Background: an optimization exercise with open tools, aiming at small area and a short achievable clock period. Do not read the settings as production practice.
Function was checked by simulation only, so behaviour that the tests miss may differ from the original.
Power and IR drop assume default switching activity.

## fjord
// efi_dot_product_accum_top
module efi_dot_product_accum_top (
   input  logic         clk0,
   input  logic         aclr0,
   input  logic         ena,
   input  logic         in_valid,
   input  logic         in_first,
   input  logic         in_last,
   input  logic [63:0]  ax,
   input  logic [63:0]  ay,
   output logic         out_valid,
   output logic [47:0]  result,
   output logic         out_overflow
);
   efi_dot_product_accum u_core (
      .clk0         (clk0),
      .aclr0        (aclr0),
      .ena          (ena),
      .in_valid     (in_valid),
      .in_first     (in_first),
      .in_last      (in_last),
      .ax           (ax),
      .ay           (ay),
      .out_valid    (out_valid),
      .result       (result),
      .out_overflow (out_overflow)
   );
endmodule
==> flow/config.mk <==
export PLATFORM = sky130hd
export DESIGN_NAME = efi_dot_product_accum_top
export DESIGN_NICKNAME = efi_dot_product_accum_top
export VERILOG_FILES = /design/flow/design.v
export SDC_FILE = /design/flow/constraint.sdc
export NUM_CORES = 4
export LEC_CHECK = 0
export ABC_AREA = 1
export CAP_MARGIN = 20
export CORE_MARGIN = 2
export CORE_UTILIZATION = 55
export CTS_BUF_LIST = sky130_fd_sc_hd__clkbuf_8
export CTS_CLUSTER_DIAMETER = 100
export CTS_CLUSTER_SIZE = 14
export SETUP_SLACK_MARGIN = 3.85
export SLEW_MARGIN = 20
export SYNTH_HIERARCHICAL = 1
==> flow/constraint.sdc <==
create_clock -name core_clock -period 7.5 [get_ports {clk0}]
set_input_delay 1.5000 -clock core_clock [delete_from_list [all_inputs] [get_ports {clk0}]]
set_output_delay 1.5000 -clock core_clock [all_outputs]
set_load 0.01 [all_outputs]
standard.sh (not shown) runs the stock make flow with config.mk's settings and CLKGATE_MAP_FILE= SYNTH_SCRIPT=/design/flow/synth_recipe.tcl, a recipe that flattens the netlist after the stock synthesis.
==> flow/flow/run.sh <==
#!/bin/bash
# The standard layout (the standard.sh, unchanged synthesis), with the
# port buffers that placement inserts made plain buf_2 cells instead of the
# delay buffers buffer_ports picks by default.
set -euo pipefail
export BUFFER_PORTS_ARGS="-buffer_cell sky130_fd_sc_hd__buf_2"
bash standard.sh > standard.log 2>&1
Changes in pepper relative to fjord:
- CORE_UTILIZATION: 55 -> 40
- SETUP_SLACK_MARGIN: 3.85 -> 4.0
Any difference in post-route worst hold slack between fjord and pepper is small enough to ignore.
Looking at flip-flop and latch share of the layout cell area across fjord and pepper, the one that comes out higher is fjord.
Comparing fjord and pepper, the higher switching part of the total power is on pepper.
Edits applied to the flow inputs when going from pepper to lagoon:
- clearing CTS_CLUSTER_DIAMETER, which used to be 100
- clearing CTS_CLUSTER_SIZE, which used to be 14
==> comparison <==
- Both conditions hold for lagoon: the flow ran to the end and the final layout passed the timing, design-rule and antenna checks.
- From pepper to lagoon the numbers moved as follows: final worst setup slack dropped 0.027 ns, met3 routing resource usage after global routing climbed 0.33 points, cell leakage power climbed about 3.4%, data required time at the worst endpoint barely changed.
- Taking pepper as the reference, in lagoon share of the core filled with cells moved up; number of H-tree branching levels moved up.
- Capturing element of the worst setup path = u_core.r1[91]$_DFFE_PP_: lagoon; capturing element of the worst setup path = u_core.r1[81]$_DFFE_PP_: pepper
### lagoon -> garnet
- SETUP_SLACK_MARGIN: 4.0 -> 3.7
- CTS_CLUSTER_SIZE: unset -> 14
- CTS_CLUSTER_DIAMETER: unset -> 100
--- a/flow/flow/run.sh
+++ b/flow/flow/run.sh
@@ -3 +3 @@
-# port buffers that placement inserts made plain buf_2 cells instead of the
+# port buffers that placement inserts made plain buf_1 cells instead of the
@@ -6 +6 @@
-export BUFFER_PORTS_ARGS="-buffer_cell sky130_fd_sc_hd__buf_2"
+export BUFFER_PORTS_ARGS="-buffer_cell sky130_fd_sc_hd__buf_1"
[summary]
garnet completed; timing, DRC and antenna clean. Post-layout total power ended up about 4.3% lower on garnet than on lagoon. Summary of garnet over lagoon: finished layout cell area lower; routability congestion estimate increased about 1.2%. Looking at number of clock buffers in the layout across lagoon and garnet, the one that comes out higher is lagoon. Between lagoon and garnet, half-perimeter wire length of the detailed placement result increased. garnet ends up with higher initial antenna violation count than lagoon does. Worst hold slack delta (lagoon -> garnet): insignificant. Summary of garnet over lagoon: CTS sink count neither gained nor lost much; required time at the worst-slack endpoint lost 0.02 ns.

* * *

Setup of willow:
Starting RTL as in the previous note.
clock: 7.5 ns
lec_check: 0
abc_area: 1
cap_margin: 20
core_margin: 2
core_utilization: 40
cts_buf_list: sky130_fd_sc_hd__clkbuf_8
cts_cluster_diameter: 100
cts_cluster_size: 14
setup_slack_margin: 3.85
slew_margin: 20
synth_hierarchical: 1
tns_end_percent: 10
==> flow/flow/run.sh <==
#!/bin/bash
# The standard layout (the standard.sh, unchanged synthesis), with the
# port buffers that placement inserts made plain buf_2 cells instead of the
# delay buffers buffer_ports picks by default.
set -euo pipefail
export BUFFER_PORTS_ARGS="-buffer_cell sky130_fd_sc_hd__buf_2"
bash standard.sh > standard.log 2>&1
Changes in indigo relative to willow:
# willow
export LEC_CHECK = 0
export ABC_AREA = 1
export CAP_MARGIN = 20
export CORE_MARGIN = 2
export CORE_UTILIZATION = 40
export CTS_BUF_LIST = sky130_fd_sc_hd__clkbuf_8
export CTS_CLUSTER_DIAMETER = 100
export CTS_CLUSTER_SIZE = 14
export SETUP_SLACK_MARGIN = 3.85
export SLEW_MARGIN = 20
export SYNTH_HIERARCHICAL = 1
export TNS_END_PERCENT = 10
create_clock -name core_clock -period 7.5 [get_ports {clk0}]
# indigo
export LEC_CHECK = 0
export ABC_AREA = 1
export CAP_MARGIN = 20
export CORE_MARGIN = 2
export CORE_UTILIZATION = 40
export CTS_BUF_LIST = sky130_fd_sc_hd__clkbuf_8
export CTS_CLUSTER_DIAMETER = 100
export CTS_CLUSTER_SIZE = 14
export SETUP_SLACK_MARGIN = 4.0
export SLEW_MARGIN = 20
export SYNTH_HIERARCHICAL = 1
create_clock -name core_clock -period 7.5 [get_ports {clk0}]
==> flow/flow/run.sh <==
#!/bin/bash
# The standard layout (the standard.sh, unchanged synthesis), with the
# port buffers that placement inserts made plain buf_1 cells instead of the
# delay buffers buffer_ports picks by default.
set -euo pipefail
export BUFFER_PORTS_ARGS="-buffer_cell sky130_fd_sc_hd__buf_1"
bash standard.sh > standard.log 2>&1
### Flow results
Between willow and indigo, length of the first detailed-routing pass in iterations decreased. Layout overhead on the synthesized area delta for indigo relative to willow: 0.32 points lower. Summary of indigo over willow: total power went up 0.11 mW, post-route minimum period +0.064 ns, final core utilization ~0 delta, count of clock-buffer cells in the layout shows an increase of 1, critical path data arrival time +0.08 ns. | clock skew | indigo vs willow | 0.026 ns higher |. Portion of total power attributed to combinational logic ended up 0.2 points lower on indigo than on willow. Between willow and indigo, the difference in number of placed instances, taps included is negligible. Of indigo and willow, it is indigo that has the higher clock power share.
Relative to indigo, the following input files were edited for violet:
# indigo
export LEC_CHECK = 0
export ABC_AREA = 1
export CAP_MARGIN = 20
export CORE_MARGIN = 2
export CORE_UTILIZATION = 40
export CTS_BUF_LIST = sky130_fd_sc_hd__clkbuf_8
export CTS_CLUSTER_DIAMETER = 100
export CTS_CLUSTER_SIZE = 14
export SETUP_SLACK_MARGIN = 4.0
export SLEW_MARGIN = 20
export SYNTH_HIERARCHICAL = 1
create_clock -name core_clock -period 7.5 [get_ports {clk0}]
# violet
export LEC_CHECK = 0
export ABC_AREA = 1
export CAP_MARGIN = 20
export CORE_MARGIN = 2
export CORE_UTILIZATION = 40
export CTS_BUF_LIST = sky130_fd_sc_hd__clkbuf_8
export SETUP_SLACK_MARGIN = 4.3
export SLEW_MARGIN = 20
export SYNTH_HIERARCHICAL = 1
export TNS_END_PERCENT = 10
create_clock -name core_clock -period 7.5 [get_ports {clk0}]
==> flow/flow/run.sh <==
#!/bin/bash
# The standard layout (the standard.sh, unchanged synthesis), with the
# port buffers that placement inserts made plain buf_2 cells instead of the
# delay buffers buffer_ports picks by default.
set -euo pipefail
export BUFFER_PORTS_ARGS="-buffer_cell sky130_fd_sc_hd__buf_2"
bash standard.sh > standard.log 2>&1
[summary]
In the reports for violet and indigo, the smaller internal power of the cells belongs to indigo.
NOTE total power indigo->violet increased by a few percent
In violet the wire length turned out 0.51% lower than in indigo.
Cmp violet and indigo / smallest setup slack after layout / higher: violet
Compared with indigo, in violet CTS buffer count higher, maximum cell stage delay along the critical path now smaller.
Comparing violet against indigo, there is no change at all in number of remaining DRC errors.
The launching element of the worst setup path comes out u_core.btwon_s0[11] in one run and u_core.axn_s0[61] in the other, namely in indigo and violet respectively.

* * *

## rev 12
Starting RTL as in the previous note.
## efi_dot_product_accum_top
module efi_dot_product_accum_top (
   input  logic         clk0,
   input  logic         aclr0,
   input  logic         ena,
   input  logic         in_valid,
   input  logic         in_first,
   input  logic         in_last,
   input  logic [63:0]  ax,
   input  logic [63:0]  ay,
   output logic         out_valid,
   output logic [47:0]  result,
   output logic         out_overflow
);
clock: 7.5 ns
lec_check: 0
abc_area: 1
cap_margin: 20
core_margin: 2
core_utilization: 40
cts_buf_list: sky130_fd_sc_hd__clkbuf_8
cts_cluster_diameter: 100
cts_cluster_size: 14
setup_slack_margin: 4.2
slew_margin: 20
synth_hierarchical: 1
tns_end_percent: 10
==> flow/flow/run.sh <==
#!/bin/bash
# The standard layout (the standard.sh, unchanged synthesis), with the
# port buffers that placement inserts made plain buf_1 cells instead of the
# delay buffers buffer_ports picks by default.
set -euo pipefail
export BUFFER_PORTS_ARGS="-buffer_cell sky130_fd_sc_hd__buf_1"
bash standard.sh > standard.log 2>&1
Rev 12 has completed all stages; timing, DRC and antenna checks passed.
## Diff of input files: rev 13 against rev 12
- a change of SETUP_SLACK_MARGIN from 4.2 to 3.85
- a deleted TNS_END_PERCENT that had been 10
==> comparison <==
Cell count: rev 13 lower than rev 12. Rev 13 and rev 12 ended up with nearly the same proportion of power drawn by the clock network. Wire: rev 13 routes less than rev 12. Measured against each other, rev 13 and rev 12 differ in multi-input combinational area share, the higher figure coming from rev 13.

==> re-timing with driven ports <==
In the flow no input, the clock included, has a driving cell. The finished layouts below were timed again as built, in two steps. Step 1 sets driving cells, clkbuf_16 on the clock port and buf_2 on the other inputs (assumed; they add their load-dependent delay and slew). Step 2 adds t to the input delays and takes it off the output delays; t is the mean of the earliest and latest rising clock arrival at the registers after step 1. Input paths then give back, and output paths get back, about the clock's delay inside the block. Three values: ideal, step 1, step 2; two values: the first two.
run | t (ns) | setup slack, ns | hold WS [ns] | worst setup path after step 2
fjord | 0.760 | 3.965 / 3.965 / 3.665 | 0.424 / 0.424 / 0.424 | input to register
pepper | 0.789 | 4.075 / 4.075 / 3.822 | 0.426 / 0.426 / 0.426 | input to register
lagoon | 0.819 | 4.047 / 4.047 / 3.844 | 0.415 / 0.415 / 0.415 | input to register
garnet | 0.801 | 4.041 / 4.041 / 3.565 | 0.417 / 0.417 / 0.417 | input to register
willow | 0.790 | 4.101 / 4.101 / 3.823 | 0.426 / 0.426 / 0.426 | input to register
indigo | 0.801 | 4.037 / 4.037 / 3.561 | 0.418 / 0.418 / 0.418 | input to register
violet | 0.819 | 4.273 / 4.273 / 3.825 | 0.415 / 0.415 / 0.415 | input to register
rev 12 | 0.799 | 4.111 / 4.111 / 3.560 | 0.417 / 0.417 / 0.417 | input to register
rev 13 | 0.803 | 4.032 / 4.032 / 3.558 | 0.417 / 0.417 / 0.417 | input to register
After both steps setup and hold are still met in every run listed. The setup slack of rev 12, which loses most, moves by 0.000 ns with the drivers and by -0.551 ns with both steps.
